Context: an optimization exercise on an open-source flow, tuned for small area, a short achievable clock period and few clock cycles. The choices shown serve that exercise and are no tape-out recipe. The RTL was checked by simulation tests, not by an equivalence proof against the original design. Power and IR drop assume default switching activity.

File: constraint.sdc
create_clock -name core_clock -period 10.0 [get_ports {clk}]
set_input_delay 2.0000 -clock core_clock [delete_from_list [all_inputs] [get_ports {clk}]]
set_output_delay 2.0000 -clock core_clock [all_outputs]
set_load 0.01 [all_outputs]
File: design.v
package lifeg_pkg;
	localparam int GRID_W_DFLT = 64;
	localparam int GRID_H_DFLT = 64;
	localparam int ROWS_PER_STEP = 8;
	localparam int RSP_DEPTH = 4;
	localparam logic [1:0] CMD_WRITE   = 2'd0;
	localparam logic [1:0] CMD_READ    = 2'd1;
	localparam logic [1:0] CMD_ADVANCE = 2'd2;
endpackage
module lifeg_ram #(
	parameter int W = 64,
	parameter int H = 64,
	parameter int K = 8
) (
	input  logic         clk,
	input  logic         sweep,      
	input  logic         fill_zero,  
	input  logic         first,      
	input  logic         last,       
	input  logic         top_edge,   
	input  logic         bot_edge,   
	input  logic [H-1:0] wrow,       
	input  logic [H-1:0] keep,       
	input  logic [W-1:0] wdata,
	input  logic [H-1:0] rsel,       
	input  logic         rodd,       
	output logic [W-1:0] rdata
);
	logic [W-1:0] z_q [H];    
	logic [W-1:0] row [H];    
	logic [W-1:0] prev_q, first_q;
	logic [W-1:0] nxt [K];
	for (genvar r = 0; r < H; r++) begin : g_true
		assign row[r] = ((r / K) % 2 == 1) ? ~z_q[r] : z_q[r];
	end
	logic [W-1:0] ev_up, ev_dn;
	assign ev_up = top_edge ? '0 : (first ? row[H-1] : prev_q);
	assign ev_dn = bot_edge ? '0 : (last ? first_q : row[K]);
	for (genvar j = 0; j < K; j++) begin : g_ev
		lifeg_rule #(.W(W)) u_rule (
			.up (j == 0     ? ev_up : row[j-1]),
			.mid(row[j]),
			.dn (j == K - 1 ? ev_dn : row[j+1]),
			.nxt(nxt[j])
		);
	end
	for (genvar r = 0; r < H; r++) begin : g_row
		localparam bit INV = ((r / K) % 2 == 1);
		logic [W-1:0] d;
		logic [W-1:0] wd_n;
		assign wd_n = INV ? wdata : ~wdata;
		if (r < H - K) begin : g_mid
			assign d = ~(({W{wrow[r]}} & wd_n) | ({W{keep[r]}} & z_q[r+K]));
		end else begin : g_bot
			logic [W-1:0] ev_n;
			assign ev_n = fill_zero ? (INV ? '0 : '1) : (INV ? nxt[r-(H-K)] : ~nxt[r-(H-K)]);
			assign d = ~(({W{sweep}} & ev_n) | ({W{wrow[r]}} & wd_n) | ({W{keep[r]}} & z_q[r+K-H]));
		end
		always_ff @(posedge clk) begin
			z_q[r] <= d;
		end
	end
	always_ff @(posedge clk) begin
		prev_q <= row[K-1];
		if (sweep && first)
			first_q <= row[0];
	end
	always_comb begin
		rdata = '0;
		for (int r = 0; r < H; r++)
			rdata = rdata | (z_q[r] & {W{rsel[r]}});
		rdata = rdata ^ {W{rodd}};
	end
endmodule
module lifeg_fa (
	input  logic a,
	input  logic b,
	input  logic c,
	output logic s,
	output logic co
);
	assign s  = a ^ b ^ c;
	assign co = (a & b) | (a & c) | (b & c);
endmodule
module lifeg_rule #(
	parameter int W = 64
) (
	input  logic [W-1:0] up,
	input  logic [W-1:0] mid,
	input  logic [W-1:0] dn,
	output logic [W-1:0] nxt
);
	logic [W+1:0] a0, a1;
	assign a0[0]   = 1'b0;
	assign a1[0]   = 1'b0;
	assign a0[W+1] = 1'b0;
	assign a1[W+1] = 1'b0;
	for (genvar c = 0; c < W; c++) begin : g_col
		lifeg_fa u_col (.a(up[c]), .b(mid[c]), .c(dn[c]), .s(a0[c+1]), .co(a1[c+1]));
	end
	for (genvar c = 0; c < W; c++) begin : g_cell
		logic p, k, q0, q1, s2, c2;
		lifeg_fa u_lo  (.a(a0[c]), .b(a0[c+1]), .c(a0[c+2]), .s(p),  .co(k));
		lifeg_fa u_hi  (.a(a1[c]), .b(a1[c+1]), .c(a1[c+2]), .s(q0), .co(q1));
		lifeg_fa u_sum (.a(k),     .b(q0),      .c(p),       .s(s2), .co(c2));
		assign nxt[c] = !s2 && (c2 ^ q1) && (p || mid[c]);
	end
endmodule
module life_automaton_grid_unit #(
	parameter int GRID_W = lifeg_pkg::GRID_W_DFLT,
	parameter int GRID_H = lifeg_pkg::GRID_H_DFLT
) (
	input  logic       clk,
	input  logic       arst_n,
	input  logic       req_valid,
	output logic       req_ready,
	input  logic [1:0] req_cmd,
	input  logic [5:0] req_pos_x,
	input  logic [5:0] req_pos_y,
	input  logic       req_write_alive,
	output logic       rsp_valid,
	input  logic       rsp_ready,
	output logic       rsp_read_alive,
	output logic       rsp_op_done
);
	localparam int W  = GRID_W;
	localparam int H  = GRID_H;
	localparam int K  = lifeg_pkg::ROWS_PER_STEP;
	localparam int NS = H / K;
	localparam int CW = (NS > 1) ? $clog2(NS) : 1;
	localparam int D  = lifeg_pkg::RSP_DEPTH;
	localparam int OW = $clog2(D + 1);
	logic          s_q, clr_q, pend_q;
	logic [CW-1:0] cnt_q, ph_q, phn_q, ph0_q;
	logic          first_f_q, last_f_q, top_f_q, bot_f_q;    
	logic          first, last, start, s_d;
	logic [CW-1:0] cnt_d;
	assign first = (cnt_q == '0);
	assign last  = (cnt_q == CW'(NS - 1));
	logic rdy_q;
	logic acc, pop;
	assign req_ready = rdy_o_q;
	assign acc       = req_valid && rdy_q;
	logic       h_v_q;
	logic [1:0] h_cmd_q;
	logic [5:0] h_x_q, h_y_q;
	logic       h_wd_q;
	logic       n_v;
	logic [1:0] n_cmd;
	logic [5:0] n_x, n_y;
	logic       n_wd;
	logic       n_ok, n_go, n_adv;
	logic       c_wr;
	logic       busy_rw;      
	logic [CW-1:0] cnt_rw;    
	assign n_v   = h_v_q || acc;
	assign n_cmd = h_v_q ? h_cmd_q : req_cmd;
	assign n_x   = h_v_q ? h_x_q   : req_pos_x;
	assign n_y   = h_v_q ? h_y_q   : req_pos_y;
	assign n_wd  = h_v_q ? h_wd_q  : req_write_alive;
	assign n_adv = (n_cmd == lifeg_pkg::CMD_ADVANCE);
	assign busy_rw = pend_q || (s_q && !last);
	assign cnt_rw  = pend_q ? '0 : (s_q ? cnt_q + 1'b1 : cnt_q);
	always_comb begin
		logic [CW-1:0] band_step;
		band_step = CW'(n_y / K) - ph0_q;
		if (n_adv)
			n_ok = !(s_q && !last) && !pend_q;
		else if (n_cmd == lifeg_pkg::CMD_WRITE || n_cmd == lifeg_pkg::CMD_READ)
			n_ok = !busy_rw || (band_step < cnt_rw);
		else
			n_ok = 1'b1;
	end
	assign n_go = n_v && n_ok;
	always_ff @(posedge clk or negedge arst_n) begin
		if (!arst_n)
			h_v_q <= 1'b0;
		else
			h_v_q <= n_v && !n_ok;
	end
	always_ff @(posedge clk) begin
		if (!h_v_q) begin
			h_cmd_q <= req_cmd;
			h_x_q   <= req_pos_x;
			h_y_q   <= req_pos_y;
			h_wd_q  <= req_write_alive;
		end
	end
	logic         c_v_q;
	logic [1:0]   c_cmd_q;
	logic [5:0]   c_x_q, c_y_q;
	logic         c_wd_q;
	logic [H-1:0] c_yoh_q;    
	logic         c_odd_q;    
	logic [H-1:0] yoh_d;
	logic [NS-1:0] boh_pre, boh;
	logic [K-1:0]  roh;
	always_comb begin
		boh_pre = NS'(1) << n_y[5:3];
		boh     = NS'({boh_pre, boh_pre} >> phn_q);
		roh     = K'(1) << n_y[2:0];
		for (int r = 0; r < H; r++)
			yoh_d[r] = boh[r / K] && roh[r % K];
	end
	logic         fwd_q;      
	always_ff @(posedge clk or negedge arst_n) begin
		if (!arst_n)
			c_v_q <= 1'b0;
		else
			c_v_q <= n_go;
	end
	always_ff @(posedge clk) begin
		c_cmd_q <= n_cmd;
		c_x_q   <= n_x;
		c_y_q   <= n_y;
		c_yoh_q <= yoh_d;
		c_odd_q <= n_y[3] ^ phn_q[0];
		fwd_q   <= c_wr && (c_y_q == n_y);
		c_wd_q  <= n_wd;
	end
	assign c_wr = c_v_q && (c_cmd_q == lifeg_pkg::CMD_WRITE);
	logic         e_v_q;
	logic [1:0]   e_cmd_q;
	logic [W-1:0] e_xoh_q;
	logic         e_wd_q;
	logic [W-1:0] rr_q;
	logic [H-1:0] wrow_q, wrow_d, keep_q, keep_d;
	logic [W-1:0] xoh, nr;
	assign xoh = e_xoh_q;
	assign nr  = (rr_q & ~xoh) | (xoh & {W{e_wd_q}});
	logic [W-1:0] rdata;
	always_ff @(posedge clk or negedge arst_n) begin
		if (!arst_n) begin
			ph_q      <= '0;
			phn_q     <= CW'(1);
			top_f_q   <= 1'b1;
			bot_f_q   <= 1'b0;
		end else begin
			ph_q      <= phn_q;
			phn_q     <= phn_q + 1'b1;
			top_f_q   <= (phn_q == '0);
			bot_f_q   <= (phn_q == CW'(NS - 1));
		end
	end
	lifeg_ram #(
		.W(W),
		.H(H),
		.K(K)
	) u_grid (
		.clk      (clk),
		.sweep    (s_q),
		.fill_zero(clr_q),
		.first    (first_f_q),
		.last     (last_f_q),
		.top_edge (top_f_q),
		.bot_edge (bot_f_q),
		.wrow     (wrow_q),
		.keep     (keep_q),
		.wdata    (nr),
		.rsel     (c_yoh_q),
		.rodd     (c_odd_q),
		.rdata    (rdata)
	);
	always_comb begin
		for (int r = 0; r < H; r++)
			wrow_d[r] = c_wr && c_yoh_q[(r + 2 * K) % H];
		for (int r = 0; r < H; r++)
			keep_d[r] = !wrow_d[r] && !((r >= H - K) && s_d);
	end
	always_ff @(posedge clk or negedge arst_n) begin
		if (!arst_n)
			e_v_q <= 1'b0;
		else
			e_v_q <= c_v_q;
	end
	always_ff @(posedge clk) begin
		e_cmd_q <= c_cmd_q;
		e_xoh_q <= W'(1) << c_x_q;
		e_wd_q  <= c_wd_q;
		rr_q    <= fwd_q ? nr : rdata;
		wrow_q  <= wrow_d;
		keep_q  <= keep_d;
	end
	assign start = (n_go && n_adv && !c_wr) || pend_q;
	assign s_d   = start || (s_q && !last);
	assign cnt_d = start ? '0 : (s_q ? cnt_q + 1'b1 : cnt_q);
	always_ff @(posedge clk or negedge arst_n) begin
		if (!arst_n) begin
			s_q    <= 1'b1;
			clr_q  <= 1'b1;
			pend_q <= 1'b0;
			cnt_q  <= '0;
			ph0_q  <= '0;
			first_f_q <= 1'b1;
			last_f_q  <= 1'b0;
		end else begin
			pend_q <= n_go && n_adv && c_wr;
			s_q    <= s_d;
			cnt_q  <= cnt_d;
			first_f_q <= (cnt_d == '0);
			last_f_q  <= (cnt_d == CW'(NS - 1));
			if (start)
				ph0_q <= ph_q + 1'b1;
			if (s_q && last)
				clr_q <= 1'b0;
		end
	end
	logic [OW-1:0] out_q, out_d;
	assign pop   = qv_q[0] && rsp_ready;
	assign out_d = out_q + OW'(acc) - OW'(pop);
	logic rdy_d, rdy_o_q;
	assign rdy_d = !(n_v && !n_ok) && (out_d < OW'(D));
	always_ff @(posedge clk or negedge arst_n) begin
		if (!arst_n)
			out_q <= '0;
		else
			out_q <= out_d;
	end
	always_ff @(posedge clk) begin
		rdy_q   <= rdy_d;
		rdy_o_q <= rdy_d;
	end
	logic [D-1:0] qv_q, qd_q, qv_d, qd_d;
	logic         push, push_d;
	assign push   = e_v_q;
	assign push_d = (e_cmd_q == lifeg_pkg::CMD_READ) && |(rr_q & e_xoh_q);
	always_comb begin
		qv_d = qv_q;
		qd_d = qd_q;
		if (pop) begin
			qv_d = qv_q >> 1;
			qd_d = qd_q >> 1;
		end
		if (push) begin
			for (int i = D - 1; i >= 0; i--) begin
				if (!qv_d[i] && (i == 0 || qv_d[(i == 0) ? 0 : i-1])) begin
					qd_d[i] = push_d;
				end
			end
			qv_d = (qv_d << 1) | 1'b1;
		end
	end
	always_ff @(posedge clk or negedge arst_n) begin
		if (!arst_n)
			qv_q <= '0;
		else
			qv_q <= qv_d;
	end
	logic rsp_v_o_q;
	always_ff @(posedge clk) begin
		qd_q      <= qd_d;
		rsp_v_o_q <= qv_d[0];
	end
	assign rsp_valid      = rsp_v_o_q;
	assign rsp_op_done    = rsp_v_o_q;
	assign rsp_read_alive = qd_q[0];
endmodule
File: config.mk
export PLATFORM = sky130hd
export DESIGN_NAME = life_automaton_grid_unit
export DESIGN_NICKNAME = life_automaton_grid_unit
export VERILOG_FILES = /design/flow/design.v
export SDC_FILE = /design/flow/constraint.sdc
export NUM_CORES = 4
export LEC_CHECK = 0
export CAP_MARGIN = 20
export CORE_MARGIN = 2
export CORE_UTILIZATION = 33
export PLACE_DENSITY = 0.42
export SLEW_MARGIN = 20
export SYNTH_HIERARCHICAL = 1
export SYNTH_MEMORY_MAX_BITS = 8192
export TNS_END_PERCENT = 100
File: flow/run.sh
#!/bin/bash
set -o pipefail
export SETUP_SLACK_MARGIN=6.3
bash standard.sh > standard.log 2>&1
File: standard.sh
#!/bin/bash
# synth_recipe.tcl (not shown) runs the flow's synth.tcl, then flattens the netlist and writes it again
# the make line also repeats each setting of config.mk as NAME=value (left out here)
make -C /OpenROAD-flow-scripts/flow DESIGN_CONFIG=/design/flow/config.mk WORK_HOME=/design/flow/orfs CLKGATE_MAP_FILE= SYNTH_SCRIPT=/design/flow/synth_recipe.tcl "${@:-finish}"
==> impl_metrics.yaml, run 1 <==
status:
  status: "failed layout checks"
  violatedChecks: "antenna violations"
synthesis:
  synthFlopType: "dfxtp_1"
  synth_edf_count: 71
  ys_warn_count: 13
  syn-cell-area_mm2: 0.208
  synth_cell_type_count: 54
  synth_area_leaders: "dfxtp_1 (43%), fa_1 (20%), a22oi_1 (13%)"
  yosysSeqAreaShare_pct: 44.7
  yosysTopAreaCell: "dfxtp_1"
  ys_async_sr_fraction_pct: 0.631
  ys_ff_latch: 4599
  synthCells: 17200
  avgSynthCellArea_um2: 12.1
  synth_top_cell_area_share_pct: 43.3
setup_path:
  r2r_slack_ns: 6.00
  crit_fanout: 21
  timing.critical_path.from_type: "flop"
  reg2reg_depth: 7
  r2r_end: "rr_q[18]"
  worstPathArrival_ns: 5.05
  crit_path_end_kind: "flop"
  critPathMaxStageDelay_ns: 1.03
  critPathSlowestCell: "nor4_4"
  worstSetupPathType: "reg2reg"
  path_common_cell: "buf_4"
  r2r-start: "c_yoh_q[28]"
  crit_chain: "buf_4 -> buf_4 -> a221oi_1 -> nand4_1 -> nor4_4 -> xnor2_1 -> mux2_2"
  cp.required_ns: 11.05
  critPathTopFamily: "simple AND/OR/NAND/NOR gates"
  crit_buf_inv: 2
placed_design:
  port_buffers: 22
  dp_hpwl_mm: 921
  place_area_mm2: 0.217
  routabilityCongestion: 0.981
floorplan:
  initial_core_util_pct: 33.1
  die-area_mm2: 0.637
  num_rows: 291
  die_x_um: 798
  core_area_mm2: 0.628
  die_h_um: 798
  io_pins: 23
timing:
  setup_tns_ns: 0
  final_max_slew_viol_count: 0
  layout_min_cycle_time_ns: 4.00
  rsz0062_at_grt: "true"
  finClkSkew_ns: 0.112
  fmax_mhz: 250
  finalCritPeriodShare_pct: 40.0
  tightest_slew_ns: 1.41
  setup_viol: 0
  max_slew_margin_pct: 6.08
  hold_viol_final: 0
detailed_routing:
  drcViolationCount: 0
  drtIter0Drc: 45400
  wire_per_inst_um: 57.7
  first_pass_iters: 13
  vias: 201000
  wirelength_mm: 1480
  ant_nets: 1
  viasPerCell: 7.84
finish:
  final_cell_area_mm2: 0.238
  drive_gt1_share_pct: 12.7
  finalNetCount: 18700
  area_delta_synth_final_pct: 14.3
job:
  maxCapViolCount: 0
cts:
  cts_max_level: 6
  worst_skew_pair.late_latency_ns: 1.21
  postCtsHoldBufs: 0
  clockRootBuffer: "clkbuf_16"
  cts_tree: "yes"
  clk_pin_slew_ns: 0.06
  clock_path_buffers: 4
  cts.sinks: 4599
  cts_inserted_buffers: 543
pwr:
  leakagePower_nw: 101
  irDropWorstVdd_mv: 0.226
  powerDensity_mw_per_mm2: 317
global_routing:
  grt_first_pass_wirelength_mm: 1870
  grt_pass1_vias: 183000
  grt_antenna_before_repair: 202
  grt_overflow_total: 0
  grtUsageTotal_pct: 44.2
  grt_max_degree: 79
worst_hold_path:
  min_from: "h_cmd_q[1]"
  hold_class: "reg2reg"
  hold_path_depth: 0
  holdPathEnd: "e_cmd_q[1]"
-- modules after synthesis (local to each module, per instance), a selection --
module,cell area [um2],flip-flops and latches
life_automaton_grid_unit,11900,375
lifeg_fa,20.0,0
-- Yosys cell counts (4+ instances only) --
library cell	n
ha_1	11
a22oi_1	3584
a22o_1	1042
nor4_2	61
edfxtp_1	71
a21oi_1	67
clkbuf_1	1476
nand2b_1	7
or2_2	6
dfstp_2	5
nand2_1	92
dfxtp_1	4499
buf_2	79
nand4_1	261
and2_1	4
dfrtp_1	24
inv_1	204
nor4_1	6
buf_6	70
a222oi_1	512
a211oi_1	513
o21ai_0	10
nor2_1	340
o22ai_1	515
a221oi_1	1040
mux2i_1	73
fa_1	2050
and3_1	11
nor2b_1	8
conb_1	8
xor2_1	5
xnor2_1	74
nand3_1	13
buf_1	298
mux2_2	131
-- where the power goes --
group | total [W] | switching [W] | internal (W) | leakage, nW
Combinational | 0.0278 | 0.0176 | 0.0102 | 54.6
Sequential | 0.0270 | 0.00499 | 0.0220 | 37.9
Clock | 0.0206 | 0.00907 | 0.0116 | 8.77
-- routing by layer --
layer  global-route usage (%)  share of wire, %  up-vias
met5                     1.39             0.081        -
met4                     34.2               9.8       66
met3                     21.1                15     6867
met2                     58.9                39    22900
met1                     54.2                36   104000
li1                         -                 -    67300
-- registers in the layout, summed over array words and instances, names as in the netlist, 2 cells and up --
| register | flops |
|---|---|
| c_x_q | 6 |
| c_y_q | 6 |
| c_yoh_q | 64 |
| cnt_q | 3 |
| e_cmd_q | 2 |
| e_xoh_q | 64 |
| h_cmd_q | 2 |
| keep_q | 64 |
| out_q | 3 |
| ph0_q | 3 |
| ph_q | 3 |
| phn_q | 3 |
| qd_q | 4 |
| qv_q | 4 |
| rr_q | 64 |
| u_grid.first_q | 64 |
| u_grid.prev_q | 64 |
| u_grid.z_q | 4096 |
| wrow_q | 64 |
-- area by class of cell --
| class | count | area [um2] |
|---|---|---|
| fillers | 60800 | 390000 |
| multi-input cells | 10500 | 107000 |
| flip-flops and latches | 4599 | 93700 |
| clock buffers | 800 | 15800 |
| well taps | 8350 | 10400 |
| repair buffers | 757 | 7060 |
| clock inverters | 171 | 2030 |
| inverters | 205 | 771 |
| diodes | 246 | 616 |
-- metrics by stage --
| stage | setup WS (ns) | cells | power [W] | hold WS, ns | utilization (%) |
|---|---|---|---|---|---|
| floorplan | 6.31 | 17200 | 0.0416 | 0.323 | - |
| global placement | 5.44 | 24300 | 0.0521 | 0.363 | 34.5 |
| detailed placement | 5.45 | 24300 | 0.0527 | 0.367 | 34.6 |
| CTS | 6.25 | 25300 | 0.0730 | 0.373 | 37.5 |
| global route | 6.19 | 25400 | 0.0774 | 0.383 | 37.8 |
| finish | 6.00 | 25600 | 0.0755 | 0.373 | 37.8 |
-- layout by cell type (no fill, tap or decap), types with 44 or more instances in the layout --
master,netlist,final
nor4_2,61,44
a222oi_1,512,512
dfxtp_4,0,197
clkinv_2,0,78
o22ai_1,515,499
a22o_1,1042,1042
a221oi_1,1040,1039
mux2_2,131,131
nand2_1,92,92
fa_2,0,114
fa_1,2050,1936
a21oi_1,67,63
mux2i_1,73,70
clkbuf_8,0,107
nand4_1,261,261
dfxtp_1,4499,4297
a211oi_1,513,492
buf_12,0,47
inv_1,204,170
nor2_1,340,334
a22oi_1,3584,3584
clkbuf_1,1476,141
diode_2,0,246
buf_4,3,620
clkbuf_16,0,561
xnor2_1,74,74
edfxtp_1,71,71
-- worst max path at each step --
| stage | startpoint | end | slack [ns] | cells after the start |
|---|---|---|---|---|
| after floorplan | rsp_ready | rdy_q | 6.31 | 10 |
| after global placement | req_pos_y[4] | h_v_q | 5.44 | 9 |
| after detailed placement | req_pos_y[4] | h_v_q | 5.45 | 9 |
| after CTS | first_f_q | u_grid.z_q[56][35] | 6.25 | 10 |
| after global routing | first_f_q | u_grid.z_q[56][36] | 6.19 | 11 |
| final | c_yoh_q[28] | rr_q[18] | 6.00 | 7 |
-- cell families (layout without fill, tap and decap cells) --
| group | Yosys count | in the layout | synth area share, % |
|---|---|---|---|
| xor+xnor | 80 | 80 | 0.346 |
| buf+inv | 2131 | 1933 | 4.15 |
| mux | 208 | 208 | 1.10 |
| flops | 4599 | 4599 | 44.7 |
| fa+ha+maj | 2061 | 2061 | 19.8 |
| simple gates | 820 | 820 | 2.12 |
| other cells | 8 | 278 | 0.0144 |
| compound gates | 7293 | 7293 | 27.8 |
-- what timing repair did --
action / in CTS / in global routing
gates cloned: 2 / 12
setup endpoints to repair: 111 / 108
resized for setup: 65 / 183
buffers inserted: 7 / 59
pin swaps: 4 / 124
Testbench counts, summed over its fixed seeds: cycles 5,290.
==> run 2, diff against run 1 <==
--- a/design.v
+++ b/design.v
@@ -17,7 +17,8 @@
 	input  logic         fill_zero,  
 	input  logic         first,      
-	input  logic         last,       
-	input  logic         top_edge,   
-	input  logic         bot_edge,   
+	input  logic         first_n,    
+	input  logic         last_n,     
+	input  logic         top_n,      
+	input  logic         bot_n,      
 	input  logic [H-1:0] wrow,       
 	input  logic [H-1:0] keep,       
@@ -29,5 +30,6 @@
 	logic [W-1:0] z_q [H];    
 	logic [W-1:0] row [H];    
-	logic [W-1:0] prev_q, first_q;
+	logic [W-1:0] up_q, dn_q, first_q;
+	logic [W-1:0] d_all [H];   
 	logic [W-1:0] nxt [K];
 	for (genvar r = 0; r < H; r++) begin : g_true
@@ -35,6 +37,6 @@
 	end
 	logic [W-1:0] ev_up, ev_dn;
-	assign ev_up = top_edge ? '0 : (first ? row[H-1] : prev_q);
-	assign ev_dn = bot_edge ? '0 : (last ? first_q : row[K]);
+	assign ev_up = up_q;
+	assign ev_dn = dn_q;
 	for (genvar j = 0; j < K; j++) begin : g_ev
 		lifeg_rule #(.W(W)) u_rule (
@@ -57,4 +59,5 @@
 			assign d = ~(({W{sweep}} & ev_n) | ({W{wrow[r]}} & wd_n) | ({W{keep[r]}} & z_q[r+K-H]));
 		end
+		assign d_all[r] = d;
 		always_ff @(posedge clk) begin
 			z_q[r] <= d;
@@ -62,5 +65,16 @@
 	end
 	always_ff @(posedge clk) begin
-		prev_q <= row[K-1];
+		if (top_n)
+			up_q <= '0;
+		else if (first_n)
+			up_q <= ~d_all[H-1];
+		else
+			up_q <= row[K-1];
+		if (bot_n)
+			dn_q <= '0;
+		else if (last_n)
+			dn_q <= first_q;
+		else
+			dn_q <= ~d_all[K];
 		if (sweep && first)
 			first_q <= row[0];
@@ -133,5 +147,4 @@
 	logic          s_q, clr_q, pend_q;
 	logic [CW-1:0] cnt_q, ph_q, phn_q, ph0_q;
-	logic          first_f_q, last_f_q, top_f_q, bot_f_q;    
 	logic          first, last, start, s_d;
 	logic [CW-1:0] cnt_d;
@@ -234,11 +247,7 @@
 			ph_q      <= '0;
 			phn_q     <= CW'(1);
-			top_f_q   <= 1'b1;
-			bot_f_q   <= 1'b0;
 		end else begin
 			ph_q      <= phn_q;
 			phn_q     <= phn_q + 1'b1;
-			top_f_q   <= (phn_q == '0);
-			bot_f_q   <= (phn_q == CW'(NS - 1));
 		end
 	end
@@ -251,8 +260,9 @@
 		.sweep    (s_q),
 		.fill_zero(clr_q),
-		.first    (first_f_q),
-		.last     (last_f_q),
-		.top_edge (top_f_q),
-		.bot_edge (bot_f_q),
+		.first    (first),
+		.first_n  (cnt_d == '0),
+		.last_n   (cnt_d == CW'(NS - 1)),
+		.top_n    (phn_q == '0),
+		.bot_n    (phn_q == CW'(NS - 1)),
 		.wrow     (wrow_q),
 		.keep     (keep_q),
@@ -292,12 +302,8 @@
 			cnt_q  <= '0;
 			ph0_q  <= '0;
-			first_f_q <= 1'b1;
-			last_f_q  <= 1'b0;
 		end else begin
 			pend_q <= n_go && n_adv && c_wr;
 			s_q    <= s_d;
 			cnt_q  <= cnt_d;
-			first_f_q <= (cnt_d == '0);
-			last_f_q  <= (cnt_d == CW'(NS - 1));
 			if (start)
 				ph0_q <= ph_q + 1'b1;
@@ -347,11 +353,12 @@
 			qv_q <= qv_d;
 	end
-	logic rsp_v_o_q;
+	logic rsp_v_o_q, rsp_d_o_q;
 	always_ff @(posedge clk) begin
 		qd_q      <= qd_d;
 		rsp_v_o_q <= qv_d[0];
+		rsp_d_o_q <= qv_d[0];
 	end
 	assign rsp_valid      = rsp_v_o_q;
-	assign rsp_op_done    = rsp_v_o_q;
+	assign rsp_op_done    = rsp_d_o_q;
 	assign rsp_read_alive = qd_q[0];
 endmodule
--- a/config.mk
+++ b/config.mk
@@ -9,4 +9,5 @@
 export CORE_MARGIN = 2
 export CORE_UTILIZATION = 33
+export CTS_CLUSTER_SIZE = 20
 export PLACE_DENSITY = 0.42
 export SLEW_MARGIN = 20
==> impl_metrics.yaml, run 2 <==
synthesis:
  synth.most_common_cell: "dfxtp_1"
  avgSynthCellArea_um2: 12.1
  ys_async_sr_fraction_pct: 0.537
  synthCells: 17200
  synthFlopType: "dfxtp_1"
  ys_warn_count: 15
  yosys-top-cells-count: "dfxtp_1 (4563), a22oi_1 (3584), fa_1 (2050)"
  yosysSeqAreaShare_pct: 45.1
  yosysTopAreaCell: "dfxtp_1"
  syn-cell-area_mm2: 0.209
  synth_edf_count: 71
  synth_cell_type_count: 65
  synth_top_cell_area_share_pct: 43.7
  synth_area_leaders: "dfxtp_1 (44%), fa_1 (20%), a22oi_1 (13%)"
  ys_ff_latch: 4659
cts:
  cts_max_level: 6
  clk_pin_slew_ns: 0.06
  worst_skew_pair.late_latency_ns: 1.22
  cts.sinks: 4659
  cts_inserted_buffers: 551
  cts_tree: "yes"
  clock_path_buffers: 4
  clockRootBuffer: "clkbuf_16"
detailed_routing:
  first_pass_iters: 12
  viasPerCell: 7.83
  drtIter0Drc: 43200
  wire_per_inst_um: 57.8
  ant_nets: 0
  wirelength_mm: 1480
  drcViolationCount: 0
  vias: 200000
setup_path:
  crit_buf_inv: 3
  path_common_cell: "buf_4"
  cp_num_cells: 5
  crit_fanout: 44
  crit_path_end_kind: "flop"
  r2r_end: "u_grid.z_q[6][21]"
  critPathMaxStageDelay_ns: 1.05
  r2r_slack_ns: 6.22
  critPathTopFamily: "buffers and inverters"
  cp.required_ns: 11.06
  worstSetupPathType: "reg2reg"
  cp-startpoint: "e_wd_q"
  crit_path_end: "u_grid.z_q[6][21]"
  worstPathArrival_ns: 4.85
  r2r-start: "e_wd_q"
  critPathSlowestCell: "clkinv_1"
  crit_chain: "buf_4 -> mux2_2 -> buf_4 -> clkinv_1 -> a22oi_1"
  reg2reg_depth: 5
  timing.critical_path.from_type: "flop"
finish:
  fill_cells: 61100
  regArea_mm2: 0.0948
  finalNetCount: 18600
  most-common-layout-cells: "dfxtp_1 (4365), a22oi_1 (3584), fa_1 (2050)"
  drive_gt1_share_pct: 11.5
  top_register: "u_grid.z_q"
  multiInputGateArea_mm2: 0.106
  final_cell_area_mm2: 0.238
  largest_reg_flops: 4096
  area_delta_synth_final_pct: 13.8
  final_common_cell: "dfxtp_1"
  stdcell_count: 25600
global_routing:
  grt_first_pass_wirelength_mm: 1880
  grt_pass1_vias: 183000
  grt_max_degree: 114
  grt_overflow_total: 0
  grtUsageTotal_pct: 44.4
  grt_antenna_before_repair: 210
pwr:
  irDropWorstVdd_mv: 0.237
  power_switching_w: 0.0324
  power_switching_share_pct: 42.1
  combPwrFrac_pct: 36.9
  leakagePower_nw: 101
  powerDensity_mw_per_mm2: 324
  clkPwrFrac_pct: 27.6
  intPower_w: 0.0447
  p_seq_share_pct: 35.5
timing:
  fin_hold_ws_ns: 0.365
  max_slew_margin_pct: 4.87
  setup_viol: 0
  finalCritPeriodShare_pct: 37.8
  fin_ws_ns: 6.22
  layout_min_cycle_time_ns: 3.78
  final_max_slew_viol_count: 0
  rsz0062_at_grt: "false"
  finClkSkew_ns: 0.103
  fmax_mhz: 264
  tightest_slew_ns: 1.43
  setup_tns_ns: 0
  hold_viol_final: 0
placed_design:
  dp_hpwl_mm: 949
  routabilityCongestion: 1.03
  dpl.cell_count: 24300
  port_buffers: 22
  place_ws_ns: 4.07
  place_area_mm2: 0.218
floorplan:
  die_h_um: 800
  core_area_mm2: 0.631
  io_pins: 23
  die_x_um: 800
  die-area_mm2: 0.639
  initial_core_util_pct: 33.1
  num_rows: 292
worst_hold_path:
  hold_class: "reg2reg"
  hold_path_depth: 0
status:
  status: "finished clean"
job:
  maxCapViolCount: 0
-- run 2: changes by cell type in the layout (fill, tap and decap cells not counted), moves of 63 or more --
cell	previous run	this run
a211oi_1	492	576
buf_4	620	545
mux2i_1	70	7
dfxtp_1	4297	4365
fa_1	1936	2050
fa_2	114	0
-- run 2: kinds of logic after synthesis --
| family | after synthesis | synth area share [%] |
|---|---|---|
| other | 8 | 0.0144 |
| flip-flops | 4659 | 45.1 |
| AND/OR/NAND/NOR | 825 | 2.14 |
| AO/OA/AOI/OAI | 7363 | 27.9 |
| multiplexers | 142 | 0.775 |
| adder cells (fa/ha/maj) | 2062 | 19.7 |
| XOR/XNOR | 76 | 0.322 |
| buffers and inverters | 2079 | 4.05 |
-- run 2: what timing repair did --
action / 4_1_cts / 5_1_grt
setup buffers: 10 / 3
hold buffers: 0 / 0
pin swaps: 3 / 0
gates resized for setup: 46 / 14
gates cloned: 5 / 3
endpoints found under the setup margin: 109 / 111
-- run 2: how the worst min path moves through the flow --
stage | from | to
3_3_place_gp | c_v_q | e_v_q
5_1_grt | h_cmd_q[1] | e_cmd_q[1]
2_1_floorplan | h_wd_q | e_wd_q
6_report | c_v_q | e_v_q
3_5_place_dp | h_cmd_q[1] | e_cmd_q[1]
4_1_cts | h_cmd_q[1] | e_cmd_q[1]
-- run 2: worst reg2reg max path, delay by kind of cell, from the launching register on --
family / cells / cell delay, ns
flops: 1 / 0.55
compound gates: 1 / 0.49
buf+inv: 3 / 2.25
mux: 1 / 0.43
-- run 2: through the flow --
step | util [%] | power, W
2_1_floorplan | - | 0.0425
3_3_place_gp | 34.4 | 0.0530
3_5_place_dp | 34.5 | 0.0534
4_1_cts | 37.4 | 0.0750
5_1_grt | 37.6 | 0.0791
6_report | 37.7 | 0.0771
-- run 2: metal layers --
layer | global-route usage, % | part of all wire [%]
met2 | 59.5 | 39
met3 | 21.0 | 15
met5 | 1.66 | 0.096
met4 | 33.9 | 9.4
met1 | 54.5 | 36
-- run 2: Yosys stat by module, one instance, submodules excluded, a selection --
module,cells,flip-flops and latches
lifeg_fa,1,0
life_automaton_grid_unit,1034,371
-- run 2: layout make-up --
class | instances | share of cell area (%)
inverter | 147 | 0.244
clock buffer | 813 | 6.93
clock inverter | 189 | 0.874
multi-input combinational | 10500 | 44.8
sequential | 4659 | 39.9
timing repair buffer | 652 | 2.59
antenna | 245 | 0.258
tap | 8379 | 4.41
-- run 2: power by group through the flow --
stage | sequential (W) | clock (W) | combinational, W
global route | 0.0273 | 0.0218 | 0.0299
finish | 0.0274 | 0.0213 | 0.0284
CTS | 0.0269 | 0.0211 | 0.0270
floorplan | 0.0245 | 0 | 0.0180
detailed placement | 0.0273 | 0 | 0.0262
global placement | 0.0274 | 0 | 0.0256
Testbench counts of run 2, summed over its fixed seeds: cycles 5,290.
==> run 3, diff against run 2 <==
==> flow/run.sh (replaced) <==
#!/bin/bash
set -o pipefail
export SETUP_SLACK_MARGIN=6.3
export MAX_REPAIR_ANTENNAS_ITER_DRT=10
bash standard.sh > standard.log 2>&1
--- a/config.mk
+++ b/config.mk
@@ -8,7 +8,6 @@
 export CAP_MARGIN = 20
 export CORE_MARGIN = 2
-export CORE_UTILIZATION = 33
-export CTS_CLUSTER_SIZE = 20
-export PLACE_DENSITY = 0.42
+export CORE_UTILIZATION = 38
+export PLACE_DENSITY = 0.48
 export SLEW_MARGIN = 20
 export SYNTH_HIERARCHICAL = 1
==> impl_metrics.yaml, run 3 <==
status:
  status: "failed layout checks"
  violatedChecks: "max-slew violations"
finish:
  most-common-layout-cells: "dfxtp_1 (4367), a22oi_1 (3584), fa_1 (2050)"
  final_common_cell: "dfxtp_1"
  largest_reg_flops: 4096
  finalNetCount: 18500
  area_delta_synth_final_pct: 12.5
  fin_util_pct: 42.9
  drive_gt1_share_pct: 10.9
  top_register: "u_grid.z_q"
  fill_cells: 51200
global_routing:
  grt_pass1_vias: 183000
  grt_first_pass_wirelength_mm: 1790
  grt_antenna_before_repair: 186
  grt_overflow_total: 0
  grt_max_degree: 118
  grtUsageTotal_pct: 47.9
synthesis:
  synth_top_cell_area_share_pct: 43.7
  synthFlopType: "dfxtp_1"
  ys_async_sr_fraction_pct: 0.537
  synthCells: 17200
  synth_area_leaders: "dfxtp_1 (44%), fa_1 (20%), a22oi_1 (13%)"
  yosys-top-cells-count: "dfxtp_1 (4563), a22oi_1 (3584), fa_1 (2050)"
  ys_ff_latch: 4659
  synth_edf_count: 71
  syn-cell-area_mm2: 0.209
  yosysSeqAreaShare_pct: 45.1
  yosysTopAreaCell: "dfxtp_1"
  avgSynthCellArea_um2: 12.1
  synth_cell_type_count: 65
  synth.most_common_cell: "dfxtp_1"
  ys_warn_count: 15
detailed_routing:
  viasPerCell: 8.28
  first_pass_iters: 13
  drcViolationCount: 0
  drtIter0Drc: 45000
  vias: 202000
  wirelength_mm: 1390
  ant_nets: 0
  wire_per_inst_um: 56.9
timing:
  setup_viol: 0
  finClkSkew_ns: 0.0909
  max_slew_margin_pct: -8.28
  layout_min_cycle_time_ns: 3.93
  fin_ws_ns: 6.07
  tightest_slew_ns: 1.62
  finalCritPeriodShare_pct: 39.3
  rsz0062_at_grt: "false"
  setup_tns_ns: 0
  fmax_mhz: 254
  final_max_slew_viol_count: 38
  hold_viol_final: 0
setup_path:
  crit_fanout: 31
  worstPathArrival_ns: 4.94
  cp.required_ns: 11.00
  crit_path_end_kind: "flop"
  timing.critical_path.from_type: "flop"
  worstSetupPathType: "reg2reg"
cts:
  clock_path_buffers: 4
  cts_tree: "yes"
  cts_max_level: 6
  cts_inserted_buffers: 527
  clk_pin_slew_ns: 0.06
  clockRootBuffer: "clkbuf_16"
  postCtsHoldBufs: 0
  cts.sinks: 4659
  worst_skew_pair.late_latency_ns: 1.19
worst_hold_path:
  hold_class: "reg2reg"
floorplan:
  die_x_um: 745
  die-area_mm2: 0.556
  num_rows: 272
  core_area_mm2: 0.548
  die_h_um: 745
  io_pins: 23
  initial_core_util_pct: 38.1
pwr:
  irDropWorstVdd_mv: 0.261
  leakagePower_nw: 100
  powerDensity_mw_per_mm2: 323
  p_total_w: 0.0760
placed_design:
  place_ws_ns: 4.21
  dp_hpwl_mm: 881
  port_buffers: 22
  routabilityCongestion: 1.03
job:
  maxCapViolCount: 0
-- run 3: cell count changes in the layout (fill, tap and decap cells not counted), moves of 10 or more --
cell       change
diode_2       +81
buf_4         -54
clkbuf_16     -32
clkinv_2      -21
bufinv_16     +13
clkinv_16     -10
-- run 3: stage by stage --
stage | cells | cell area (um2) | hold slack [ns]
floorplan | 17200 | 209000 | 0.323
global placement | 23100 | 215000 | 0.360
detailed placement | 23100 | 215000 | 0.368
CTS | 24100 | 234000 | 0.378
global route | 24100 | 234000 | 0.400
finish | 24400 | 235000 | 0.373
-- run 3: path summary, 6_finish.rpt --
path / from / to / slack (ns) / cells after the start
worst max-delay path: c_yoh_q[20] / rr_q[16] / 6.07 / 7
worst min-delay path: c_v_q / e_v_q / 0.37 / 0
worst max register to register: c_yoh_q[20] / rr_q[16] / 6.07 / 7
worst min register to register: c_v_q / e_v_q / 0.37 / 0
max in group asynchronous: arst_n / s_q / 8.37 / 2
min in group asynchronous: arst_n / h_v_q / 1.29 / 2
-- run 3: critical path, stage by stage (launching register included) --
cell and delay, ns:
dfxtp_4 0.48, buf_4 0.42, buf_12 0.46, a221oi_1 0.60
nand4_1 0.20, nor4_2 0.78, xnor2_1 0.13, mux2_2 0.29
-- run 3: per-layer routing --
layer	part of all wire (%)	up-vias	global-route usage, %
met3	16	7653	24.3
met1	35	102000	57.5
met2	39	25000	63.4
li1	-	67100	-
met5	0.13	-	1.66
met4	10	71	38.6
-- run 3: cells by family after synthesis --
logic type / count (synthesis) / share of synthesized area, %
flip-flops: 4659 / 45.1
multiplexers: 142 / 0.775
XOR/XNOR: 76 / 0.322
buffers and inverters: 2079 / 4.05
AND/OR/NAND/NOR: 825 / 2.14
other: 8 / 0.0144
AO/OA/AOI/OAI: 7363 / 27.9
adder cells (fa/ha/maj): 2062 / 19.7
-- run 3: repair_timing --
action | in CTS | in global routing
buffers inserted | 10 | 6
cloned | 8 | 2
setup endpoints to repair | 109 | 366
resized for setup | 45 | 31
pin swaps | 2 | 1
-- run 3: modules after synthesis, one instance, submodules excluded, excerpt --
module | cell area (um2) | cells inside
life_automaton_grid_unit | 11900 | 1034
lifeg_fa | 20.0 | 1
-- run 3: cell type report --
type | count | area [um2] | area share, %
Multi-Input combinational cell | 10500 | 107000 | 45.3
Sequential cell | 4659 | 94800 | 40.3
Clock buffer | 766 | 15600 | 6.62
Tap cell | 7261 | 9080 | 3.86
Timing Repair Buffer | 578 | 5310 | 2.26
Clock inverter | 185 | 2290 | 0.974
Antenna cell | 326 | 816 | 0.347
Inverter | 147 | 609 | 0.259
-- run 3: power breakdown --
group          switching [W]  leakage, nW  internal (W)
combinational         0.0178         53.0        0.0102
clock                0.00892         8.77        0.0117
sequential           0.00503         38.4        0.0223
total                 0.0317          100        0.0443

==> what the ideal ports hide <==
How much do the figures lean on ideal ports? The routed layouts below were timed once more, with nothing changed but the port constraints.
Step 1, drivers: a clkbuf_16 drives clk and a buf_2 each remaining input, both assumed.
Step 2 times the ports against the registers' clock, not the clock port: input delays grow and output delays shrink by t, the midpoint of the rising clock arrivals with the driver on.
Slacks: no drivers / after step 1 / after step 2; pairs: no drivers / after step 1.
| run | shift t [ns] | setup WS [ns] | clock arrival spread, ns | worst slew at a driven data input, ns | pins driven straight from the clock port |
|---|---|---|---|---|---|
| run 1 | 1.281 | 5.997 / 5.997 / 5.433 | 0.121 / 0.120 | 0.08 | 1 |
| run 2 | 1.284 | 6.218 / 6.218 / 5.082 | 0.119 / 0.119 | 0.17 | 1 |
| run 3 | 1.253 | 6.065 / 6.065 / 5.127 | 0.103 / 0.103 | 0.10 | 1 |
The setup slack of run 2, which loses most, moves by 0.000 ns with the drivers and by -1.136 ns with both steps.
